From an optimization exercise on the open Yosys and OpenROAD flow, aimed at a short achievable clock period and few clock cycles; shortcuts taken in it are not production practice. Function was checked by simulation only, so behaviour that the tests miss may differ from the original. Power is estimated from default activity; no workload was simulated.

Design legv8_core, start of the top module:
module legv8_core (
  input  logic               CLOCK,
  input  logic               arst_n,
  input  legv8_pkg::instr_t  instr,
  input  legv8_pkg::xlen_t   mem_rdata,
  output legv8_pkg::xlen_t   pc,
  output legv8_pkg::xlen_t   mem_addr,
  output legv8_pkg::xlen_t   mem_wdata,
  output logic               mem_read,
  output logic               mem_write
);
For scale: ~160 I/O pins, about 0.083 mm2 of cells after synthesis.
clock: 6.5 ns
lec_check: 0
cap_margin: 20
core_margin: 2
core_utilization: 40
cts_cluster_diameter: 80
cts_cluster_size: 20
place_density: 0.6
setup_slack_margin: 4.0
slew_margin: 20
synth_hierarchical: 1
synth_minimum_keep_size: 0
run.sh (not shown) runs the stock make flow with config.mk's settings and CLKGATE_MAP_FILE= SYNTH_SCRIPT=/design/flow/synth_recipe.tcl, a recipe that flattens the netlist after the stock synthesis.
The starting point passed the timing, DRC and antenna checks.
Testbench counts at the start, summed over its fixed seeds: cycles 7,344.
Next try:
--- a/flow/config.mk
+++ b/flow/config.mk
@@ -8,8 +8,8 @@
 export CAP_MARGIN = 20
 export CORE_MARGIN = 2
-export CORE_UTILIZATION = 40
+export CORE_UTILIZATION = 30
 export CTS_CLUSTER_DIAMETER = 80
 export CTS_CLUSTER_SIZE = 20
-export PLACE_DENSITY = 0.6
+export PLACE_DENSITY = 0.5
 export SETUP_SLACK_MARGIN = 4.0
 export SLEW_MARGIN = 20
The new run finished with timing, DRC and antenna clean.
Non-clock buffer count increases by 13.
Clock power increases by 4.3%.
Routed wire length increases by 7.3%.
Setup slack gets better by 0.012 ns.
Core utilization decreases by 11 points.
Power increases by 1.4%.
Cell area increases by 1.3%.
Global-route usage decreases by 5.9 points.
Count of clock-buffer cells in the layout decreases by 5.
Next try:
--- a/flow/config.mk
+++ b/flow/config.mk
@@ -8,8 +8,8 @@
 export CAP_MARGIN = 20
 export CORE_MARGIN = 2
-export CORE_UTILIZATION = 30
+export CORE_UTILIZATION = 55
 export CTS_CLUSTER_DIAMETER = 80
 export CTS_CLUSTER_SIZE = 20
-export PLACE_DENSITY = 0.5
+export PLACE_DENSITY = 0.72
 export SETUP_SLACK_MARGIN = 4.0
 export SLEW_MARGIN = 20
=> Non-clock buffer count came out lower by 52; cell area drops by a few percent; clock power decreases by a little under a tenth; via count is higher by a few percent; sequential cell count does not change; maximum frequency hardly moves; routed wire length is lower by roughly a tenth; setup slack gets better by 0.0035 ns; utilization climbs by 27 points; power decreases by a few percent.
Next try:
--- a/flow/config.mk
+++ b/flow/config.mk
@@ -8,9 +8,9 @@
 export CAP_MARGIN = 20
 export CORE_MARGIN = 2
-export CORE_UTILIZATION = 55
+export CORE_UTILIZATION = 40
 export CTS_CLUSTER_DIAMETER = 80
 export CTS_CLUSTER_SIZE = 20
-export PLACE_DENSITY = 0.72
-export SETUP_SLACK_MARGIN = 4.0
+export PLACE_DENSITY = 0.6
+export SETUP_SLACK_MARGIN = 4.6
 export SLEW_MARGIN = 20
 export SYNTH_HIERARCHICAL = 1
Synthesized cell count is unchanged.
Design area climbs by 6.3%.
Non-clock buffer count rises by 152.
Die area goes up by 37%.
Area after synthesis is unchanged.
Setup slack loses 0.074 ns.
Utilization goes down by 14 points.
Sequential share of layout area drops by 2.4 points.
Via count grows by 0.98%.
Worst hold slack gains 0.012 ns.
Next try:
--- a/flow/config.mk
+++ b/flow/config.mk
@@ -12,5 +12,5 @@
 export CTS_CLUSTER_SIZE = 20
 export PLACE_DENSITY = 0.6
-export SETUP_SLACK_MARGIN = 4.6
+export SETUP_SLACK_MARGIN = 5.0
 export SLEW_MARGIN = 20
 export SYNTH_HIERARCHICAL = 1
Effect:
- The new run completed without violations
- final cell count is higher by 4.4%
- setup slack improves by 0.12 ns
- core utilization increases by 8.1 points
- via count is higher by 6.6%
- clock power drops by about 2%


== JK ==
Another version of the RTL of legv8_core (not shown whole).
Design legv8_core, start of the top module:
module legv8_core (
  input  logic               CLOCK,
  input  logic               arst_n,
  input  legv8_pkg::instr_t  instr,
  input  legv8_pkg::xlen_t   mem_rdata,
  output legv8_pkg::xlen_t   pc,
  output legv8_pkg::xlen_t   mem_addr,
  output legv8_pkg::xlen_t   mem_wdata,
  output logic               mem_read,
  output logic               mem_write
);
  localparam int XL = 32;
  localparam int NG = 4;                  
  typedef logic [XL-1:0] word_t;
  logic [10:0] f_opc;
  logic        f_r, f_i, f_ld, f_st;
  logic        f_add, f_sub, f_and, f_or, f_xor;
  assign f_opc = instr[31:21];
  always_comb begin
    f_r  = 1'b0; f_i = 1'b0; f_ld = 1'b0; f_st = 1'b0;
    f_add = 1'b0; f_sub = 1'b0; f_and = 1'b0; f_or = 1'b0; f_xor = 1'b0;
    case (f_opc)
      legv8_pkg::OPC_ADD:  begin f_r = 1'b1; f_add = 1'b1; end
      legv8_pkg::OPC_SUB:  begin f_r = 1'b1; f_sub = 1'b1; end
      legv8_pkg::OPC_AND:  begin f_r = 1'b1; f_and = 1'b1; end
      legv8_pkg::OPC_ORR:  begin f_r = 1'b1; f_or  = 1'b1; end
      legv8_pkg::OPC_EOR:  begin f_r = 1'b1; f_xor = 1'b1; end
  ...
make LEC_CHECK=0 CAP_MARGIN=20 CORE_MARGIN=2 CORE_UTILIZATION=30 PLACE_DENSITY=0.5 SETUP_SLACK_MARGIN=4.0 SLEW_MARGIN=20 SYNTH_HIERARCHICAL=1 SYNTH_MINIMUM_KEEP_SIZE=0 finish   # period 6.5 ns
Testbench counts of JK, summed over its fixed seeds: cycles 7,344.
The inputs of MS differ from those of JK as listed below.
Settings: CTS_CLUSTER_SIZE: unset -> 20; CTS_CLUSTER_DIAMETER: unset -> 80; PLACE_DENSITY: 0.5 -> 0.6; CORE_UTILIZATION: 30 -> 40.
==> comparison <==
MS vs. JK: worst setup slack after layout moved up, fraction of area in registers up 1.7 points, die area lost 25%.
JK has a higher width of the chip than MS.
Here is what was changed in the inputs of AL compared with MS.
Settings: PLACE_DENSITY now 0.5, was 0.6; CORE_UTILIZATION now 30, was 40.
[summary]
Largest net degree at the start of global routing, AL and MS: smaller value in AL
Compared AL against MS; register-to-register setup slack within noise.
Cmp AL and MS / initial antenna violation count / higher: AL
Between AL and MS, it is AL whose area added between synthesis and finish is higher, by 1.7 points.
Post-route worst hold slack: MS vs AL, no meaningful difference
Diff MS -> AL: final cell count saw an increase; shortest clock period the worst path allows after layout saw an increase.

==> port drivers added, routing unchanged <==
The results above use ideal ports. As a check the final layouts listed here were re-extracted and re-timed, cells and wires unchanged. Step 1: set_driving_cell puts a clkbuf_16 on CLOCK and a buf_2 on each other input, an assumption about the parent block. Step 2 moves the port delays by t, midway between the first and last clock arrival at a register: inputs arrive t later, outputs are due t later. That takes back most of the time a late clock gives input paths. a / b / c = ideal ports / drivers / drivers and shift; a / b = the first two.
run	t (ns)	setup WS [ns]	worst setup path after step 2	worst register clock-pin slew, ns
the first run of note 1	0.853	3.826 / 3.724 / 3.128	input to register	0.10 / 0.10
the second run of note 1	0.854	3.838 / 3.748 / 3.166	input to register	0.10 / 0.10
the third run of note 1	0.843	3.842 / 3.753 / 3.154	input to register	0.10 / 0.10
the fourth run of note 1	0.908	3.768 / 3.670 / 3.170	input to register	0.10 / 0.10
the fifth run of note 1	0.887	3.888 / 3.792 / 3.214	input to register	0.10 / 0.10
JK	0.930	3.781 / 3.684 / 3.090	input to register	0.07 / 0.07
MS	0.858	3.843 / 3.750 / 3.206	input to register	0.10 / 0.10
AL	0.866	3.823 / 3.729 / 3.104	input to register	0.10 / 0.10
After both steps every run listed still meets setup and hold. The setup slack of AL, which loses most, moves by -0.094 ns with the drivers and by -0.719 ns with both steps.
